Source: an optimization exercise on an open RTL-to-GDS flow (aim: small area). Production flows keep margins and buffers that such runs may drop. Only simulation tests tie the RTL to the original design; equivalence was not proved. Power and IR drop assume default switching activity.

==> wip/nickel: inputs <==
==> flow/design.v <==
package cgra_pkg;
    localparam int CTX_WIDTH      = 64;
    localparam int CTX_DEPTH      = 16;
    localparam int CTX_ROW_BITS   = $clog2(CTX_DEPTH);
    localparam int CTX_PAIRS      = CTX_DEPTH / 2;
    localparam int LANE_BITS      = $clog2(CTX_WIDTH / 16);
    localparam int APB_ADDR_WIDTH = 20;
    localparam int APB_DATA_WIDTH = 32;
    localparam int APB_STRB_WIDTH = APB_DATA_WIDTH / 8;
    localparam int REGION_LSB = 18;
    localparam int TILE_LSB   = 7;
    localparam int ROW_LSB    = 3;
    localparam int LANE_LSB   = 1;
    localparam int REG_LSB    = 2;
    localparam int OPCODE_LSB = 30;
    localparam int TARGET_LSB = 43;
    localparam logic [4:0] OP_JUMP = 5'b11110;
endpackage
`timescale 1ns/1ps
module context_memory (
    input  logic                              clk,
    input  logic [cgra_pkg::CTX_PAIRS*8-1:0]  wr_en,      
    input  logic [cgra_pkg::CTX_PAIRS-1:0]    wr_ring_n,  
    input  logic [cgra_pkg::CTX_WIDTH-1:0]    wr_col,     
    input  logic [2*cgra_pkg::CTX_PAIRS-1:0]  rsel,       
    output logic [cgra_pkg::CTX_WIDTH-1:0]    rdata
);
    localparam int P = cgra_pkg::CTX_PAIRS;
    localparam int W = cgra_pkg::CTX_WIDTH;
    logic [W-1:0] x   [P];
    logic [W-1:0] y   [P];
    logic [W-1:0] y_d [P];
    for (genvar p = 0; p < P; p++) begin : g_ring
        for (genvar i = 0; i < W; i++) begin : g_bit
            gate_o22ai u_wr (
                .a1 (x[p][i]),
                .a2 (wr_en[8*p + i/8]),
                .b1 (wr_ring_n[p]),
                .b2 (wr_col[i]),
                .y  (y_d[p][i])
            );
        end
    end
    always_ff @(posedge clk) begin
        for (int p = 0; p < P; p++) begin
            x[p] <= y[p];
            y[p] <= y_d[p];
        end
    end
    for (genvar i = 0; i < W; i++) begin : g_rd
        logic [2*P-1:0] col;
        for (genvar q = 0; q < P; q++) begin : g_col
            assign col[2*q]     = x[q][i];
            assign col[2*q + 1] = y[q][i];
        end
        onehot_mux16 u_mux (.d(col), .s(rsel), .y(rdata[i]));
    end
endmodule
module onehot_mux16 (
    input  logic [15:0] d,
    input  logic [15:0] s,
    output logic        y
);
    logic [5:0] n;
    for (genvar k = 0; k < 5; k++) begin : g_aoi
        gate_a222oi u_aoi (
            .a0 (d[3*k]),     .s0 (s[3*k]),
            .a1 (d[3*k + 1]), .s1 (s[3*k + 1]),
            .a2 (d[3*k + 2]), .s2 (s[3*k + 2]),
            .y  (n[k])
        );
    end
    gate_nand2 u_last (.a(d[15]), .b(s[15]), .y(n[5]));
    assign y = ~&n;
endmodule
module gate_nand2 (
    input  logic a, b,
    output logic y
);
    assign y = ~(a & b);
endmodule
module gate_o22ai (
    input  logic a1, a2, b1, b2,
    output logic y
);
    assign y = ~((a1 | a2) & (b1 | b2));
endmodule
module gate_a222oi (
    input  logic a0, s0, a1, s1, a2, s2,
    output logic y
);
    assign y = ~((a0 & s0) | (a1 & s1) | (a2 & s2));
endmodule
`timescale 1ns/1ps
module cgra_tile (
    input  logic                              clk,
    input  logic                              reset,
    input  logic [cgra_pkg::CTX_PAIRS*8-1:0]  wr_en,
    input  logic [cgra_pkg::CTX_PAIRS-1:0]    wr_ring_n,
    input  logic [cgra_pkg::CTX_WIDTH-1:0]    wr_col,
    input  logic [1:0]                        cnt,
    input  logic [2*cgra_pkg::CTX_PAIRS-1:0]  host_sel,   
    input  logic [cgra_pkg::CTX_ROW_BITS-1:0] loop_start,
    input  logic [cgra_pkg::CTX_ROW_BITS-1:0] loop_end,
    input  logic                              run,
    output logic [cgra_pkg::CTX_WIDTH-1:0]    word,       
    output logic [cgra_pkg::CTX_ROW_BITS-1:0] pc
);
    logic       prev_jump;
    logic       is_jump;
    logic       take_jump;
    logic       out_of_window;
    logic       word_inv;
    logic [4:0] opcode;
    logic [2:0] target;
    logic       pc_in_y;
    logic [2*cgra_pkg::CTX_PAIRS-1:0] rsel;
    context_memory u_ctx_mem (
        .clk     (clk),
        .wr_en     (wr_en),
        .wr_ring_n (wr_ring_n),
        .wr_col    (wr_col),
        .rsel      (rsel),
        .rdata   (word)
    );
    assign pc_in_y = pc[0] ^ cnt[0];
    always_comb begin
        for (int p = 0; p < cgra_pkg::CTX_PAIRS; p++) begin
            rsel[2*p]     = host_sel[2*p]     | (run && pc[3:1] == p[2:0] && !pc_in_y);
            rsel[2*p + 1] = host_sel[2*p + 1] | (run && pc[3:1] == p[2:0] && pc_in_y);
        end
    end
    assign word_inv = cnt[1] ^ (pc_in_y & cnt[0]);
    assign opcode   = word[cgra_pkg::OPCODE_LSB +: 5] ^ {5{word_inv}};
    assign target   = word[cgra_pkg::TARGET_LSB +: 3] ^ {3{word_inv}};
    assign is_jump       = (opcode == cgra_pkg::OP_JUMP);
    assign take_jump     = is_jump & ~prev_jump;
    assign out_of_window = (pc >= loop_end) || (pc < loop_start);
    always_ff @(posedge clk) begin
        if (reset) begin
            pc <= '0;
        end else if (run) begin
            if (take_jump) begin
                pc <= {1'b0, target};
            end else if (out_of_window) begin
                pc <= loop_start;
            end else begin
                pc <= pc + 1'b1;
            end
        end
    end
    always_ff @(posedge clk) begin
        if (reset) prev_jump <= 1'b0;
        else       prev_jump <= run & is_jump;
    end
endmodule
`timescale 1ns/1ps
module cfg_apb_slave #(
    parameter int NUM_TILES = 4
) (
    input  logic                                clk,
    input  logic                                reset,
    input  logic                                psel,
    input  logic                                penable,
    input  logic                                pwrite,
    input  logic [cgra_pkg::APB_ADDR_WIDTH-1:0] paddr,
    input  logic [cgra_pkg::APB_DATA_WIDTH-1:0] pwdata,
    input  logic [cgra_pkg::APB_STRB_WIDTH-1:0] pstrb,
    input  logic [NUM_TILES*cgra_pkg::CTX_WIDTH-1:0]    tile_word,
    input  logic [NUM_TILES*cgra_pkg::CTX_ROW_BITS-1:0] tile_pc,
    output logic [cgra_pkg::APB_DATA_WIDTH-1:0] prdata,
    output logic                                pready,
    output logic                                pslverr,
    output logic [NUM_TILES*cgra_pkg::CTX_PAIRS*8-1:0] wr_en,
    output logic [NUM_TILES*cgra_pkg::CTX_PAIRS-1:0]   wr_ring_n,
    output logic [cgra_pkg::CTX_WIDTH-1:0]      wr_col,
    output logic [1:0]                          cnt,
    output logic [2*cgra_pkg::CTX_PAIRS-1:0]    host_sel,
    output logic [cgra_pkg::CTX_ROW_BITS-1:0]   loop_start,
    output logic [cgra_pkg::CTX_ROW_BITS-1:0]   loop_end,
    output logic                                run
);
    localparam int P = cgra_pkg::CTX_PAIRS;
    logic [1:0]  region;
    logic [1:0]  reg_sel;
    logic [1:0]  tile;
    logic [1:0]  lane;
    logic        access;
    logic        tile_valid;
    logic        err;
    logic        ctx_wr;
    logic        ctrl_wr;
    logic [cgra_pkg::CTX_ROW_BITS-1:0] host_row;
    assign region     = paddr[cgra_pkg::REGION_LSB +: 2];
    assign reg_sel    = paddr[cgra_pkg::REG_LSB +: 2];
    assign tile       = paddr[cgra_pkg::TILE_LSB +: 2];
    assign tile_valid = (paddr[cgra_pkg::TILE_LSB + 2 +: 4] == 4'd0);
    assign host_row   = paddr[cgra_pkg::ROW_LSB +: cgra_pkg::CTX_ROW_BITS];
    assign lane       = paddr[cgra_pkg::LANE_LSB +: 2];
    assign access     = psel & penable;
    always_comb begin
        case (region)
            2'd0:    err = !tile_valid || run;
            2'd1:    err = 1'b0;
            2'd2:    err = !tile_valid;
            default: err = 1'b1;
        endcase
    end
    assign pslverr = access & err;
    assign pready  = 1'b1;
    logic       post_reset;
    logic       clear;
    logic       ph;
    logic [1:0] cnt_next;
    logic       y_inv_next;
    assign cnt_next   = reset ? 2'd0 : cnt + 2'd1;
    assign y_inv_next = cnt_next[1] ^ cnt_next[0];
    assign ph         = cnt[0];
    always_ff @(posedge clk) begin
        post_reset <= reset;
        cnt        <= cnt_next;
    end
    assign clear = reset | post_reset;
    logic        pend;
    logic [1:0]  pend_tile;
    logic [2:0]  pend_pair;
    logic [1:0]  pend_lane;
    logic [1:0]  pend_strb;
    logic [15:0] pend_data;
    logic        now_ok;
    assign ctx_wr = access & pwrite & ~err & (region == 2'd0);
    assign now_ok = (host_row[0] == ph);
    always_ff @(posedge clk) begin
        pend <= ctx_wr & ~now_ok & ~reset;
        if (ctx_wr) begin
            pend_tile <= tile;
            pend_pair <= host_row[3:1];
            pend_lane <= lane;
            pend_strb <= pstrb[1:0];
            pend_data <= pwdata[15:0];
        end
    end
    logic        ins;
    logic [1:0]  ins_tile;
    logic [2:0]  ins_pair;
    logic [1:0]  ins_lane;
    logic [1:0]  ins_strb;
    logic [15:0] ins_data;
    assign ins      = pend | (ctx_wr & now_ok);
    assign ins_tile = pend ? pend_tile : tile;
    assign ins_pair = pend ? pend_pair : host_row[3:1];
    assign ins_lane = pend ? pend_lane : lane;
    assign ins_strb = pend ? pend_strb : pstrb[1:0];
    assign ins_data = pend ? pend_data : pwdata[15:0];
    logic [NUM_TILES*P-1:0] ring_sel;
    logic [7:0]             byte_sel;
    logic [15:0]            col_val;
    assign col_val = ~(({16{~clear}} & ins_data) ^ {16{y_inv_next}});
    always_comb begin
        for (int t = 0; t < NUM_TILES; t++) begin
            for (int p = 0; p < P; p++) begin
                ring_sel[t*P + p] = clear | (ins && ins_tile == t[1:0] && ins_pair == p[2:0]);
            end
        end
        for (int b = 0; b < 8; b++) begin
            byte_sel[b] = clear | (ins_lane == b[2:1] && ins_strb[b%2]);
        end
        for (int r = 0; r < NUM_TILES*P; r++) begin
            wr_ring_n[r] = ~ring_sel[r];
            for (int b = 0; b < 8; b++) begin
                wr_en[r*8 + b] = ring_sel[r] & byte_sel[b];
            end
        end
        for (int i = 0; i < cgra_pkg::CTX_WIDTH; i++) begin
            wr_col[i] = ~byte_sel[i/8] | col_val[i%16];
        end
    end
    assign ctrl_wr = access & pwrite & pstrb[0] & (region == 2'd1);
    always_ff @(posedge clk) begin
        if (reset) begin
            run        <= 1'b0;
            loop_start <= '0;
            loop_end   <= '0;
        end else if (ctrl_wr) begin
            case (reg_sel)
                2'd0:    run        <= pwdata[0];
                2'd1:    loop_start <= pwdata[3:0];
                2'd2:    loop_end   <= pwdata[3:0];
                default: ;
            endcase
        end
    end
    logic [15:0]                       sel_half;
    logic [cgra_pkg::CTX_ROW_BITS-1:0] sel_pc;
    logic                              half_inv;
    assign sel_half = tile_word[{tile, lane, 4'b0000} +: 16];
    always_comb begin
        for (int p = 0; p < P; p++) begin
            host_sel[2*p]     = !run && host_row[3:1] == p[2:0] && host_row[0] == ph;
            host_sel[2*p + 1] = !run && host_row[3:1] == p[2:0] && host_row[0] != ph;
        end
    end
    assign half_inv = cnt[1] ^ ((host_row[0] ^ cnt[0]) & cnt[0]);
    assign sel_pc = tile_pc[tile*cgra_pkg::CTX_ROW_BITS +: cgra_pkg::CTX_ROW_BITS];
    always_comb begin
        prdata = '0;
        if (access && !pwrite && !err) begin
            case (region)
                2'd0: prdata[15:0] = sel_half ^ {16{half_inv}};
                2'd1: begin
                    case (reg_sel)
                        2'd0:    prdata[0]   = run;
                        2'd1:    prdata[3:0] = loop_start;
                        2'd2:    prdata[3:0] = loop_end;
                        default: ;
                    endcase
                end
                2'd2:    prdata[3:0] = sel_pc;
                default: ;
            endcase
        end
    end
endmodule
`timescale 1ns/1ps
module cgra_array #(
    parameter int NUM_TILES = 4
) (
    input  logic                                clk,
    input  logic                                reset,
    input  logic                                psel,
    input  logic                                penable,
    input  logic                                pwrite,
    input  logic [cgra_pkg::APB_ADDR_WIDTH-1:0] paddr,
    input  logic [cgra_pkg::APB_DATA_WIDTH-1:0] pwdata,
    input  logic [cgra_pkg::APB_STRB_WIDTH-1:0] pstrb,
    output logic [cgra_pkg::APB_DATA_WIDTH-1:0] prdata,
    output logic                                pready,
    output logic                                pslverr
);
    localparam int EN_W = cgra_pkg::CTX_PAIRS * 8;
    logic [NUM_TILES*EN_W-1:0]                   wr_en;
    logic [NUM_TILES*cgra_pkg::CTX_PAIRS-1:0]    wr_ring_n;
    logic [cgra_pkg::CTX_WIDTH-1:0]              wr_col;
    logic [1:0]                                  cnt;
    logic [2*cgra_pkg::CTX_PAIRS-1:0]            host_sel;
    logic [cgra_pkg::CTX_ROW_BITS-1:0]           loop_start;
    logic [cgra_pkg::CTX_ROW_BITS-1:0]           loop_end;
    logic                                        run;
    logic [NUM_TILES*cgra_pkg::CTX_WIDTH-1:0]    tile_word;
    logic [NUM_TILES*cgra_pkg::CTX_ROW_BITS-1:0] tile_pc;
    cfg_apb_slave #(
        .NUM_TILES (NUM_TILES)
    ) u_cfg (
        .clk        (clk),
        .reset      (reset),
        .psel       (psel),
        .penable    (penable),
        .pwrite     (pwrite),
        .paddr      (paddr),
        .pwdata     (pwdata),
        .pstrb      (pstrb),
        .tile_word  (tile_word),
        .tile_pc    (tile_pc),
        .prdata     (prdata),
        .pready     (pready),
        .pslverr    (pslverr),
        .wr_en      (wr_en),
        .wr_ring_n  (wr_ring_n),
        .wr_col     (wr_col),
        .cnt        (cnt),
        .host_sel   (host_sel),
        .loop_start (loop_start),
        .loop_end   (loop_end),
        .run        (run)
    );
    for (genvar g = 0; g < NUM_TILES; g++) begin : g_tile
        cgra_tile u_tile (
            .clk        (clk),
            .reset      (reset),
            .wr_en      (wr_en[g*EN_W +: EN_W]),
            .wr_ring_n  (wr_ring_n[g*cgra_pkg::CTX_PAIRS +: cgra_pkg::CTX_PAIRS]),
            .wr_col     (wr_col),
            .cnt        (cnt),
            .host_sel   (host_sel),
            .loop_start (loop_start),
            .loop_end   (loop_end),
            .run        (run),
            .word       (tile_word[g*cgra_pkg::CTX_WIDTH +: cgra_pkg::CTX_WIDTH]),
            .pc         (tile_pc[g*cgra_pkg::CTX_ROW_BITS +: cgra_pkg::CTX_ROW_BITS])
        );
    end
endmodule
==> flow/run.sh <==
#!/bin/bash
# synth_recipe.tcl (not shown) runs the flow's synth.tcl, then flattens the netlist and writes it again
# the make line also repeats each setting of config.mk as NAME=value (left out here)
make -C /OpenROAD-flow-scripts/flow DESIGN_CONFIG=/design/flow/config.mk WORK_HOME=/design/flow/orfs CLKGATE_MAP_FILE= SYNTH_SCRIPT=/design/flow/synth_recipe.tcl finish
==> flow/config.mk <==
export PLATFORM = sky130hd
export DESIGN_NAME = cgra_array
export DESIGN_NICKNAME = cgra_array
export VERILOG_FILES = /design/flow/design.v
export SDC_FILE = /design/flow/constraint.sdc
export NUM_CORES = 4
export LEC_CHECK = 0
export CAP_MARGIN = 20
export CORE_MARGIN = 2
export CORE_UTILIZATION = 45
export CTS_BUF_LIST = sky130_fd_sc_hd__clkbuf_8
export CTS_CLUSTER_DIAMETER = 60
export CTS_CLUSTER_SIZE = 15
export PLACE_DENSITY = 0.62
export SETUP_SLACK_MARGIN = 0.15
export SLEW_MARGIN = 20
export SYNTH_HIERARCHICAL = 1
export SYNTH_MINIMUM_KEEP_SIZE = 0
==> flow/constraint.sdc <==
create_clock -name core_clock -period 10.0 [get_ports {clk}]
set_input_delay 2.0000 -clock core_clock [delete_from_list [all_inputs] [get_ports {clk}]]
set_output_delay 2.0000 -clock core_clock [all_outputs]
set_load 0.01 [all_outputs]
==> wip/yarrow: changes against wip/nickel <==
--- a/flow/design.v
+++ b/flow/design.v
@@ -292,2 +292,3 @@
     end
+    logic [15:0]                       half_sel;
     logic [15:0]                       sel_half;
@@ -295,3 +296,18 @@
     logic                              half_inv;
-    assign sel_half = tile_word[{tile, lane, 4'b0000} +: 16];
+    always_comb begin
+        for (int t = 0; t < NUM_TILES; t++) begin
+            for (int l = 0; l < 4; l++) begin
+                half_sel[4*t + l] = (tile == t[1:0]) && (lane == l[1:0]);
+            end
+        end
+    end
+    for (genvar i = 0; i < 16; i++) begin : g_half
+        logic [15:0] col;
+        for (genvar t = 0; t < NUM_TILES; t++) begin : g_t
+            for (genvar l = 0; l < 4; l++) begin : g_l
+                assign col[4*t + l] = tile_word[t*cgra_pkg::CTX_WIDTH + 16*l + i];
+            end
+        end
+        onehot_mux16 u_mux (.d(col), .s(half_sel), .y(sel_half[i]));
+    end
     always_comb begin
- CTS_BUF_LIST: sky130_fd_sc_hd__clkbuf_8 -> unset
- CTS_CLUSTER_DIAMETER: 60 -> unset
- CTS_CLUSTER_SIZE: 15 -> unset
- SETUP_SLACK_MARGIN: 0.15 -> unset
==> summary of the runs <==
- Routed wire length: wip/nickel is smaller than wip/yarrow (about 20%).
- Register-to-register slack: wip/nickel is better than wip/yarrow (350 ps).
- Combinational power: wip/nickel is lower than wip/yarrow (10%).
- wip/yarrow finished with negative setup slack left. wip/nickel completed with no timing, DRC or antenna violations.
- Against wip/yarrow, the via count of wip/nickel is lower by about 8%.
- Of wip/yarrow and wip/nickel, wip/yarrow has the higher synthesized cell count (gap about 2%, measured against wip/nickel).
- In sequential cell count, wip/yarrow and wip/nickel do not differ.
==> figures <==
metric                                                                                      wip/nickel                           wip/yarrow
Status                                                                no timing/DRC/antenna violations             finished with violations
Reasons for failing layout checks                                                                    -                 negative setup slack
Net switching power                                                                            9.41 mW                              11.3 mW
Origin of the worst min-delay path                                 g_tile[1].u_tile.u_ctx_mem.y[3][48]  g_tile[3].u_tile.u_ctx_mem.y[7][51]
Met3 Use GR                                                                                     0.0477                                0.109
Cells after synthesis                                                                             9402                                 9597
Total of endpoints with negative setup slack in the final report                                     0                                    5
Fraction of met2 tracks used by global routing                                                   0.418                                0.490
Via count of the first global-routing pass                                                       92762                                99996
Critical path destination                                                                    prdata[0]                            prdata[2]
Wire length of the first global-routing pass                                                 584000 um                            697000 um
Fraction of final layout cells with drive strength greater than 1                               0.0982                                0.145
Final cycle utilization of the critical path                                                     0.973                                 1.02
Number of clock buffers in the layout                                                              338                                  558
Average via count per standard cell                                                               6.81                                 7.06

## separate check: timing with driven ports
How much do the figures lean on ideal ports? The routed layouts below were timed once more, with nothing changed but the port constraints.
Step 1 assumes that a clkbuf_16 drives the clock port and a buf_2 every other input.
Step 2 adds t to the input delays and takes it off the output delays; t is the mean of the earliest and latest rising clock arrival at the registers after step 1. Input paths then give back, and output paths get back, about the clock's delay inside the block.
Three values: ideal, step 1, step 2; two values: the first two.
| run | t (ns) | slack for setup (ns) | hold WS [ns] | worst setup path after step 2 | cell pins on the clock port's net |
|---|---|---|---|---|---|
| wip/nickel | 1.072 | 0.266 / 0.245 / 0.245 | 0.307 / 0.307 / 0.307 | input to output | 1 |
| wip/yarrow | 1.014 | -0.189 / -0.395 / -0.395 | 0.287 / 0.287 / 0.287 | input to output | 1 |
For wip/yarrow, which loses most, drivers alone change the setup slack by -0.206 ns; drivers and shift together by -0.206 ns.
